From an optimization exercise on the open Yosys and OpenROAD flow, aimed at a short achievable clock period and few clock cycles; shortcuts taken in it are not production practice. In this exercise RTL edits were held to simulation tests only and were not proved equivalent to the original. Power and IR drop assume default switching activity.

===== flow/design.v =====
`timescale 1ns/1ns
package cpu_pkg;
    typedef logic [63:0] word_t;
    typedef logic [4:0]  reg_id_t;
    typedef logic [40:0] imm41_t;
    typedef logic [50:0] imm51_t;
    typedef logic [4:0]  shamt_t;
    localparam reg_id_t REG_PC = 5'd31;
    localparam word_t WORD_BYTES = 64'd8;
    typedef enum logic [6:0] {
        OP_NOP     = 7'h00,
        OP_SET     = 7'h01,
        OP_LOAD    = 7'h02,
        OP_STORE   = 7'h03,
        OP_JUMP    = 7'h04,
        OP_TESTBIT = 7'h05,
        OP_SUB     = 7'h06,
        OP_SHIFTL  = 7'h07,
        OP_OR      = 7'h08,
        OP_AND     = 7'h09,
        OP_XOR     = 7'h0a,
        OP_HALT    = 7'h7f
    } opcode_e;
    typedef enum logic [1:0] {
        FMT_RRO = 2'd0,
        FMT_RIS = 2'd1,
        FMT_I   = 2'd2
    } format_e;
    typedef enum logic [3:0] {
        COND_ALWAYS = 4'd0,
        COND_Z      = 4'd1,
        COND_NZ     = 4'd9
    } cond_e;
    typedef enum logic [2:0] {
        HALT,
        INIT,
        FETCH,
        DECODE,
        REG_READ,
        EXECUTE,
        REG_WRITE
    } state_e;
    localparam int OPC_HI      = 63;
    localparam int OPC_LO      = 57;
    localparam int FMT_HI      = 56;
    localparam int FMT_LO      = 55;
    localparam int COND_HI     = 54;
    localparam int COND_LO     = 51;
    localparam int RA_HI       = 50;
    localparam int RA_LO       = 46;
    localparam int RB_HI       = 45;
    localparam int RB_LO       = 41;
    localparam int RIS_IMM_HI  = 45;
    localparam int RIS_IMM_LO  = 5;
    localparam int SHAMT_HI    = 4;
    localparam int SHAMT_LO    = 0;
    localparam int OFF_HI      = 40;
    localparam int OFF_LO      = 0;
    localparam int IIMM_HI     = 50;
    localparam int IIMM_LO     = 0;
endpackage
`timescale 1ns/1ns
`timescale 1ns/1ns
`timescale 1ns/1ns
module ks_add #(
    parameter int W = 64
) (
    input  logic [W-1:0] a_i,
    input  logic [W-1:0] b_i,
    input  logic         c_i,
    output logic [W-1:0] s_o,
    output logic         c_o
);
    localparam int L = (W <= 2) ? 1 : (W <= 4) ? 2 : (W <= 8) ? 3 : (W <= 16) ? 4 : (W <= 32) ? 5 : (W <= 64) ? 6 : 7;
    logic [W-1:0] p;
    logic [W-1:0] g [L+1];
    logic [W-1:0] t [L+1];
    assign p = a_i ^ b_i;
    assign g[0] = (a_i & b_i) | {{(W-1){1'b0}}, p[0] & c_i};
    assign t[0] = p;
    for (genvar l = 0; l < L; l++) begin : g_lvl
        localparam int D = 1 << l;
        for (genvar i = 0; i < W; i++) begin : g_bit
            if (i >= D) begin : g_op
                assign g[l+1][i] = g[l][i] | (t[l][i] & g[l][i-D]);
                assign t[l+1][i] = t[l][i] & t[l][i-D];
            end else begin : g_pass
                assign g[l+1][i] = g[l][i];
                assign t[l+1][i] = t[l][i];
            end
        end
    end
    assign s_o = p ^ {g[L][W-2:0], c_i};
    assign c_o = g[L][W-1];
endmodule
`timescale 1ns/1ns
`timescale 1ns/1ns
module cpu_top #(
    parameter logic [63:0] RESET_PC = 64'h0000_8000_0000_0000
) (
    input  logic  clk_i,
    input  logic  rst_i,
    output logic  stb_o,
    output logic  we_o,
    output cpu_pkg::word_t adr_o,
    output cpu_pkg::word_t dat_o,
    input  cpu_pkg::word_t dat_i,
    input  logic  ack_i,
    input  logic  err_i
);
    logic        stb_q, we_q;
    logic [63:0] adr_q, dat_q;
    logic        rk_m;       
    assign stb_o = stb_q;
    assign we_o  = we_q;
    assign adr_o = adr_q;
    assign dat_o = dat_q;
    logic f_ack, f_err, m_done;
    assign f_ack  = stb_q & !rk_m & ack_i;
    assign f_err  = stb_q & !rk_m & err_i;
    assign m_done = stb_q & rk_m & (ack_i | err_i);
    logic [63:0] rf [31];    
    logic        z_q;
    logic        ph_e;       
    logic        ex_q;       
    logic        mp_q;       
    logic [63:0] opa, opb;   
    logic [63:0] pc8;        
    logic [4:0]  ra_q;
    logic [40:0] immx;       
    logic [63:0] setv;       
    logic        d_set_r, d_load, d_store, d_tbit, d_sub, d_shl, d_or, d_and;
    logic        d_xor, d_alu, d_ra31, d_big;
    logic [63:0] imm64, alu_res, sub_res, sum_ea, sum_eb;
    logic        e_wr, e_astall, e_mpend, e_z, z_new, z_eff;
    assign imm64 = {23'd0, immx};
    ks_add #(.W(64)) u_sub  (.a_i(opa), .b_i(~imm64), .c_i(1'b1), .s_o(sub_res), .c_o());
    ks_add #(.W(64)) u_adda (.a_i(opa), .b_i(imm64),  .c_i(1'b0), .s_o(sum_ea),  .c_o());
    ks_add #(.W(64)) u_addb (.a_i(opb), .b_i(imm64),  .c_i(1'b0), .s_o(sum_eb),  .c_o());
    always_comb begin
        case (1'b1)
            d_set_r: alu_res = opb;
            d_sub:   alu_res = sub_res;
            d_shl:   alu_res = d_big ? 64'd0 : (opa << immx[5:0]);
            d_or:    alu_res = opa | opb;
            d_and:   alu_res = opa & opb;
            d_xor:   alu_res = opa ^ opb;
            default: alu_res = setv;
        endcase
    end
    assign e_wr     = ph_e & ex_q & d_alu & !d_ra31;
    assign e_astall = ph_e & ex_q & d_alu & d_ra31;
    assign e_mpend  = ph_e & mp_q;
    assign e_z      = ph_e & ex_q & (d_sub | d_tbit);
    assign z_new    = d_sub ? (opa == imm64) : (d_big | !opa[immx[5:0]]);
    assign z_eff    = e_z ? z_new : z_q;
    logic [6:0]  n_op;
    logic [1:0]  n_fmt;
    logic [3:0]  n_cond;
    logic [4:0]  n_ra, n_rb;
    logic [40:0] n_off, n_immx;
    logic        n_pass, n_load, n_store, n_jump, n_halt, n_alu, n_ra31;
    assign n_op   = dat_i[63:57];
    assign n_fmt  = dat_i[56:55];
    assign n_cond = dat_i[54:51];
    assign n_ra   = dat_i[50:46];
    assign n_rb   = dat_i[45:41];
    assign n_off  = dat_i[40:0];
    assign n_immx = (n_fmt == 2'd0) ? dat_i[40:0] : dat_i[45:5];
    assign n_pass  = (n_cond == 4'd1) ? z_eff : (n_cond == 4'd9) ? !z_eff : 1'b1;
    assign n_load  = (n_op == 7'h02);
    assign n_store = (n_op == 7'h03);
    assign n_jump  = (n_op == 7'h04);
    assign n_halt  = (n_op == 7'h7f);
    assign n_alu   = (n_op == 7'h01) || (n_op == 7'h06) || (n_op == 7'h07)
                  || (n_op == 7'h08) || (n_op == 7'h09) || (n_op == 7'h0a);
    assign n_ra31  = (n_ra == 5'd31);
    logic [63:0] fadr8;
    assign fadr8 = adr_q + 64'd8;
    logic        fwd_a, fwd_b;
    logic [63:0] rd_a, rd_b;
    assign fwd_a = e_wr & (ra_q == n_ra);
    assign fwd_b = e_wr & (ra_q == n_rb);
    always_comb begin
        rd_a = fadr8 & {64{n_ra == 5'd31}};
        rd_b = fadr8 & {64{n_rb == 5'd31}};
        for (int r = 0; r < 31; r++) begin
            rd_a = rd_a | (rf[r] & {64{n_ra == 5'(r)}});
            rd_b = rd_b | (rf[r] & {64{n_rb == 5'(r)}});
        end
        if (fwd_a) rd_a = alu_res;
        if (fwd_b) rd_b = alu_res;
    end
    logic [63:0] rsum [31];
    logic [63:0] sum_a, sum_b;
    logic        off_big;
    assign off_big = |n_off[40:16];
    for (genvar r = 0; r < 31; r++) begin : g_rsum
        logic [15:0] lo;
        logic [47:0] hi1;
        logic        co;
        assign hi1 = rf[r][63:16] + 48'd1;
        ks_add #(.W(16)) u_lo (.a_i(rf[r][15:0]), .b_i(n_off[15:0]), .c_i(1'b0), .s_o(lo), .c_o(co));
        assign rsum[r] = {co ? hi1 : rf[r][63:16], lo};
    end
    always_comb begin
        sum_a = '0;
        sum_b = '0;
        for (int r = 0; r < 31; r++) begin
            sum_a = sum_a | (rsum[r] & {64{n_ra == 5'(r)}});
            sum_b = sum_b | (rsum[r] & {64{n_rb == 5'(r)}});
        end
    end
    logic go_mem, go_jmp, go_stop, mstall;
    assign go_mem  = n_pass & (n_load | n_store);
    assign mstall  = go_mem & (off_big | (n_store ? (fwd_a | n_ra31) : (fwd_b | (n_rb == 5'd31))));
    assign go_jmp  = n_pass & n_jump;
    assign go_stop = n_pass & (n_halt | (n_alu & n_ra31));
    logic        ld_done, rf_we;
    logic [63:0] rf_wd;
    assign ld_done = m_done & d_load;
    assign rf_we   = e_wr | (ld_done & !d_ra31);
    assign rf_wd   = ld_done ? dat_i : alu_res;
    always_ff @(posedge clk_i) begin
        if (rst_i) begin
            for (int i = 0; i < 31; i++) rf[i] <= '0;
        end else if (rf_we) begin
            rf[ra_q] <= rf_wd;
        end
    end
    always_ff @(posedge clk_i) begin
        if (f_ack) begin
            opa     <= rd_a;
            opb     <= rd_b;
            pc8     <= fadr8;
            ra_q    <= n_ra;
            immx    <= n_immx;
            setv    <= {23'd0, dat_i[45:5]} << dat_i[4:0];
            ex_q    <= n_pass;
            mp_q    <= mstall;
            d_set_r <= (n_op == 7'h01) && (n_fmt != 2'd1);
            d_load  <= n_load;
            d_store <= n_store;
            d_tbit  <= (n_op == 7'h05);
            d_sub   <= (n_op == 7'h06);
            d_shl   <= (n_op == 7'h07);
            d_or    <= (n_op == 7'h08);
            d_and   <= (n_op == 7'h09);
            d_xor   <= (n_op == 7'h0a);
            d_alu   <= n_alu;
            d_ra31  <= n_ra31;
            d_big   <= |n_immx[40:6];
        end
    end
    always_ff @(posedge clk_i) begin
        if (rst_i) begin
            ph_e  <= 1'b0;
            z_q   <= 1'b0;
            stb_q <= 1'b1;
            we_q  <= 1'b0;
            rk_m  <= 1'b0;
            adr_q <= RESET_PC;
        end else begin
            ph_e <= f_ack;
            z_q  <= z_eff;
            if (f_ack) begin
                stb_q <= !(go_stop | mstall);
                we_q  <= go_mem & n_store;
                rk_m  <= go_mem;
                adr_q <= go_mem ? (n_store ? sum_a : sum_b)
                       : go_jmp ? ((n_fmt == 2'd2) ? {13'd0, dat_i[50:0]} : rd_a)
                       : fadr8;
                dat_q <= rd_b;
            end else if (f_err) begin
                stb_q <= 1'b0;
            end else if (m_done) begin
                stb_q <= 1'b1;
                we_q  <= 1'b0;
                rk_m  <= 1'b0;
                adr_q <= (d_load && d_ra31) ? dat_i : pc8;
            end else if (e_astall) begin
                stb_q <= 1'b1;
                we_q  <= 1'b0;
                rk_m  <= 1'b0;
                adr_q <= alu_res;
            end else if (e_mpend) begin
                stb_q <= 1'b1;
                we_q  <= d_store;
                rk_m  <= 1'b1;
                adr_q <= d_store ? sum_ea : sum_eb;
            end
        end
    end
endmodule

===== flow/run.sh =====
#!/bin/bash
# synth_recipe.tcl (not shown) runs the flow's synth.tcl, then flattens the netlist and writes it again
# the make line also repeats each setting of config.mk as NAME=value (left out here)
make -C /OpenROAD-flow-scripts/flow DESIGN_CONFIG=/design/flow/config.mk WORK_HOME=/design/flow/orfs CLKGATE_MAP_FILE= SYNTH_SCRIPT=/design/flow/synth_recipe.tcl finish

===== flow/config.mk =====
export PLATFORM = sky130hd
export DESIGN_NAME = cpu_top
export DESIGN_NICKNAME = cpu_top
export VERILOG_FILES = /design/flow/design.v
export SDC_FILE = /design/flow/constraint.sdc
export NUM_CORES = 4
export LEC_CHECK = 0
export ABC_CLOCK_PERIOD_IN_PS = 2500
export CAP_MARGIN = 20
export CORE_MARGIN = 2
export CORE_UTILIZATION = 40
export SETUP_SLACK_MARGIN = 5
export SLEW_MARGIN = 20

===== flow/constraint.sdc =====
create_clock -name core_clock -period 10.0 [get_ports {clk_i}]
set_input_delay 2.0000 -clock core_clock [delete_from_list [all_inputs] [get_ports {clk_i}]]
set_output_delay 2.0000 -clock core_clock [all_outputs]
set_load 0.01 [all_outputs]

==> impl_results.md, run 1 <==
- Number of global-route vias before repair: between 300k and 400k
- Fail Step: 5_1_grt
- Chip height: 730 µm
- Root Driver: clkbuf_16
- Total congestion overflow: 11,135
- First-pass GRT wire length: 3,540,000 µm
- Pre-CTS setup slack: 1.04 ns
- TritonCTS buffer count: 314
- Pin count of the biggest net entering global routing: 103
- Initial Utilization: roughly two fifths
- Max Buffers Root-to-Sink: 4
- Dominant cell type by area after synthesis: edfxtp_1
- # clock sinks: approximately 2,400
- Cell Area, Synth: approximately 0.21 mm²
- Routability Congestion: 1.45
- Top-Level Pins: 198
- IO Port Bufs: 197
- Synth cell count leaders: nor2_1, edfxtp_1, nand2_1, a22oi_1, clkbuf_1
- Synth Register Bits: 2,433
- Post-DP HPWL: 1,800,000 µm
- Hold_buf cts: 0
- Ys flop type: edfxtp_1
- Count leader, synth: nor2_1
- Tool Error: [ERROR GRT-0116] Global routing finished with congestion. Check the congestion regions in the DRC Viewer.
- # rows: between 200 and 300
- Syn nets: approximately 26,000
- Sequential fraction of the synthesis area: 34.3%
- Synth warn: 9
- Htree depth: 5
- Netlist cell types: 103
- Number of flops mapped to enable cells by yosys: 2,364
- Post-synthesis cell count: around 25,000
- Horiz. Die Dim: ~730 µm
- Average cell area after synthesis: 8.51 µm²
- Status: stopped before the end
- Gr usage total: 96.5%
- Area share of the largest cell type after synthesis: 33.7%
- Synth area leaders: edfxtp_1, nor2_1, a22oi_1
- Asr flop ratio synth: 0%
## routing by layer
| layer | global-route usage [%] | GRT overflow |
|---|---|---|
| met2 | 101 | 4194 |
| met1 | 96.3 | 1885 |
| met4 | 95.4 | 2611 |
| met5 | 83.6 | 286 |
| met3 | 93.6 | 2159 |
## kinds of logic after synthesis
family / count (synthesis) / synth area share (%)
AOI/OAI and AO/OA: 7036 / 23.6
buffers and inverters: 2450 / 4.42
adders and majority gates: 814 / 4.95
DFF: 2433 / 34.3
muxes: 537 / 3.21
xor gates and xnor gates: 2051 / 8.52
and+or+nand+nor: 9468 / 21.0
## how the worst max path moves through the flow
stage          depth (start not counted)  slack (ns)        end
2_1_floorplan                         10        4.55  rf[15][0]
4_1_cts                               20        4.35  adr_q[60]
3_3_place_gp                          15        0.51  adr_q[34]
3_5_place_dp                          18        1.04  adr_q[37]
## power by group through the flow
stage	sequential (W)	clock, W	combinational (W)
after floorplan	0.0124	0	0.00486
after global placement	0.0131	0	0.0105
after detailed placement	0.0131	0	0.0106
after CTS	0.0129	0.0121	0.0115
## per-stage QoR
stage | instances | cell area [µm²] | power [W] | util (%)
2_1_floorplan | 24789 | 213000 | 0.0173 | -
3_3_place_gp | 31655 | 233000 | 0.0236 | 44.4
3_5_place_dp | 31671 | 233000 | 0.0237 | 44.4
4_1_cts | 32933 | 263000 | 0.0365 | 50.0
## timing repair
item | 4_1_cts
cloned | 62
resized for setup | 2254
endpoints found under the setup margin | 4104
pin swaps | 539
setup buffers | 631
Testbench counts, summed over its fixed seeds: cycles 81,341.
==> inputs of run 2 (changes only) <==
--- a/flow/design.v
+++ b/flow/design.v
@@ -120,6 +120,7 @@
     assign f_err  = stb_q & !rk_m & err_i;
     assign m_done = stb_q & rk_m & (ack_i | err_i);
     logic [63:0] rf [31];    
+    logic [63:0] rf_eff [31];
     logic        z_q;
     logic        ph_e;       
     logic        ex_q;       
@@ -185,48 +186,35 @@
         rd_a = fadr8 & {64{n_ra == 5'd31}};
         rd_b = fadr8 & {64{n_rb == 5'd31}};
         for (int r = 0; r < 31; r++) begin
-            rd_a = rd_a | (rf[r] & {64{n_ra == 5'(r)}});
-            rd_b = rd_b | (rf[r] & {64{n_rb == 5'(r)}});
+            rd_a = rd_a | (rf_eff[r] & {64{n_ra == 5'(r)}});
+            rd_b = rd_b | (rf_eff[r] & {64{n_rb == 5'(r)}});
         end
         if (fwd_a) rd_a = alu_res;
         if (fwd_b) rd_b = alu_res;
     end
-    logic [63:0] rsum [31];
-    logic [63:0] sum_a, sum_b;
-    logic        off_big;
-    assign off_big = |n_off[40:16];
-    for (genvar r = 0; r < 31; r++) begin : g_rsum
-        logic [15:0] lo;
-        logic [47:0] hi1;
-        logic        co;
-        assign hi1 = rf[r][63:16] + 48'd1;
-        ks_add #(.W(16)) u_lo (.a_i(rf[r][15:0]), .b_i(n_off[15:0]), .c_i(1'b0), .s_o(lo), .c_o(co));
-        assign rsum[r] = {co ? hi1 : rf[r][63:16], lo};
-    end
-    always_comb begin
-        sum_a = '0;
-        sum_b = '0;
-        for (int r = 0; r < 31; r++) begin
-            sum_a = sum_a | (rsum[r] & {64{n_ra == 5'(r)}});
-            sum_b = sum_b | (rsum[r] & {64{n_rb == 5'(r)}});
-        end
-    end
     logic go_mem, go_jmp, go_stop, mstall;
     assign go_mem  = n_pass & (n_load | n_store);
-    assign mstall  = go_mem & (off_big | (n_store ? (fwd_a | n_ra31) : (fwd_b | (n_rb == 5'd31))));
+    assign mstall  = go_mem;
     assign go_jmp  = n_pass & n_jump;
     assign go_stop = n_pass & (n_halt | (n_alu & n_ra31));
-    logic        ld_done, rf_we;
-    logic [63:0] rf_wd;
-    assign ld_done = m_done & d_load;
-    assign rf_we   = e_wr | (ld_done & !d_ra31);
-    assign rf_wd   = ld_done ? dat_i : alu_res;
+    logic [30:0] wr_hot;
+    logic [63:0] wr_d;
+    logic        wr_go;
+    assign wr_go = e_wr | (m_done & d_load & !d_ra31);
+    for (genvar r = 0; r < 31; r++) begin : g_eff
+        assign rf_eff[r] = wr_hot[r] ? wr_d : rf[r];
+        always_ff @(posedge clk_i) begin
+            if (rst_i) begin
+                rf[r]     <= '0;
+                wr_hot[r] <= 1'b0;
+            end else begin
+                if (wr_hot[r]) rf[r] <= wr_d;
+                wr_hot[r] <= wr_go && (ra_q == 5'(r));
+            end
+        end
+    end
     always_ff @(posedge clk_i) begin
-        if (rst_i) begin
-            for (int i = 0; i < 31; i++) rf[i] <= '0;
-        end else if (rf_we) begin
-            rf[ra_q] <= rf_wd;
-        end
+        wr_d <= (m_done & d_load) ? dat_i : alu_res;
     end
     always_ff @(posedge clk_i) begin
         if (f_ack) begin
@@ -267,8 +255,7 @@
                 stb_q <= !(go_stop | mstall);
                 we_q  <= go_mem & n_store;
                 rk_m  <= go_mem;
-                adr_q <= go_mem ? (n_store ? sum_a : sum_b)
-                       : go_jmp ? ((n_fmt == 2'd2) ? {13'd0, dat_i[50:0]} : rd_a)
+                adr_q <= go_jmp ? ((n_fmt == 2'd2) ? {13'd0, dat_i[50:0]} : rd_a)
                        : fadr8;
                 dat_q <= rd_b;
             end else if (f_err) begin
==> flow/flow/run.sh (new file) <==
#!/bin/bash
set -euo pipefail
cd "$(dirname "$0")/.."
bash standard.sh SETUP_SLACK_MARGIN=6.5 TNS_END_PERCENT=5 MATCH_CELL_FOOTPRINT=0 \
    'BUFFER_PORTS_ARGS=-buffer_cell sky130_fd_sc_hd__buf_4' finish > flow_run.log 2>&1
==> flow/standard.sh (new file) <==
#!/bin/bash
# synth_recipe.tcl (not shown) runs the flow's synth.tcl, then flattens the netlist and writes it again
# the make line also repeats each setting of config.mk as NAME=value (left out here)
make -C /OpenROAD-flow-scripts/flow DESIGN_CONFIG=/design/flow/config.mk WORK_HOME=/design/flow/orfs CLKGATE_MAP_FILE= SYNTH_SCRIPT=/design/flow/synth_recipe.tcl "${@:-finish}"
--- a/flow/config.mk
+++ b/flow/config.mk
@@ -8,6 +8,5 @@
 export ABC_CLOCK_PERIOD_IN_PS = 2500
 export CAP_MARGIN = 20
 export CORE_MARGIN = 2
-export CORE_UTILIZATION = 40
-export SETUP_SLACK_MARGIN = 5
+export CORE_UTILIZATION = 50
 export SLEW_MARGIN = 20
removed: flow/run.sh
==> impl_results.md, run 2 <==
- Simple-gate share of the synthesized area: 15.6%
- Cell Area, Synth: 0.137 mm²
- Synth area leaders: dfxtp_1, mux2i_1, edfxtp_1
- Average cell area after synthesis: a little under 9 µm²
- Sequential fraction of the synthesis area: roughly 40%
- Netlist cell types: around 110
- Syn nets: 15,819
- Post-DP HPWL: 585,000 µm
- Fail Step: 5_1_grt
- Post-Synth Adder-Cell Area: 2.35%
- Initial Utilization: 50.2%
- Top-Level Pins: 198
- IO Port Bufs: 197
- Gr usage total: about 75%
- # clock sinks: 2,528
- Count leader, synth: nor2_1
- Synth cell count leaders: nor2_1, mux2i_1, dfxtp_1, o22ai_1, clkbuf_1
- Area share of the largest cell type after synthesis: 31.3%
- Synth Register Bits: ~2,500
- Number of flops mapped to enable cells by yosys: 380
- First-pass GRT wire length: 1,460,000 µm
- Post-synthesis compound-gate area fraction: 17.0%
- Asr flop ratio synth: 0%
- XOR/XNOR share of the synthesized area: 1.23%
- Ys flop type: dfxtp_1
- Htree depth: 5
- Horiz. Die Dim: 528 µm
- TritonCTS buffer count: 280
- Pin count of the biggest net entering global routing: between 200 and 250
- Dominant cell type by area after synthesis: dfxtp_1
- Synth warn: 6
- Max Buffers Root-to-Sink: 4
- Mux contribution to synthesized area: 19.3%
- Post-synthesis cell count: around 15,000
- Pre-CTS setup slack: between 3 and 4 ns
- Number of global-route vias before repair: 157,941
- Chip height: 528 µm
- Total congestion overflow: 135
- Tool Error: [ERROR GRT-0116] Global routing finished with congestion. Check the congestion regions in the DRC Viewer.
- Root Driver: clkbuf_16
- # rows: 192
- Largest family of logic cells by synthesized area: multiplexers
- Status: stopped before the end
- Routability Congestion: 1.24
run 2: changes by cell type after synthesis, sizes merged, moves of 609 or more:
| cell | change |
|---|---|
| a21oi | -702 |
| a22oi | -1663 |
| clkbuf | -609 |
| dfxtp | +2079 |
| edfxtp | -1984 |
| mux2i | +1882 |
| nand2 | -1254 |
| nand3 | -803 |
| nand4 | -783 |
| nor2 | -963 |
| o22ai | +1041 |
| xnor2 | -1062 |
| xor2 | -796 |
run 2: routing by layer:
metal	overflow	track usage [%]
met5	1	33.7
met1	2	78.0
met4	70	71.6
met3	4	59.1
met2	58	89.2
run 2: worst max-delay path by stage:
stage | from | end | slack, ns | cells past startpoint
CTS | dat_i[49] | adr_q[26] | 5.71 | 14
detailed placement | dat_i[46] | adr_q[0] | 3.01 | 13
global placement | dat_i[46] | adr_q[0] | 3.04 | 12
floorplan | dat_i[49] | adr_q[47] | 5.63 | 12
run 2: logic make-up after synthesis:
logic type      Yosys count
compound gates         3497
xor+xnor                193
fa+ha+maj               256
buf+inv                1724
flops                  2528
mux                    2490
simple gates           4807
run 2: repair_timing:
item | CTS
hold endpoints to repair | 0
pin swaps | 243
cloned | 114
buffers inserted | 723
gates resized for setup | 1249
setup endpoints to repair | 1096
hold buffers | 0
run 2: metrics by stage:
| step | std cells | utilization [%] | hold WS (ns) | cell area, µm² | total power (W) |
|---|---|---|---|---|---|
| after CTS | 19731 | 61.4 | 0.512 | 168000 | 0.0270 |
| after floorplan | 15495 | - | 0.468 | 138000 | 0.0135 |
| after detailed placement | 18390 | 52.4 | 0.496 | 143000 | 0.0159 |
| after global placement | 18387 | 52.4 | 0.488 | 143000 | 0.0158 |
run 2: power groups by stage:
stage	Clock [W]	Sequential, W	Combinational (W)
2_1_floorplan	0	0.0110	0.00245
3_3_place_gp	0	0.0112	0.00461
3_5_place_dp	0	0.0112	0.00462
4_1_cts	0.0107	0.0110	0.00530
Testbench counts of run 2, summed over its fixed seeds: cycles 88,643.
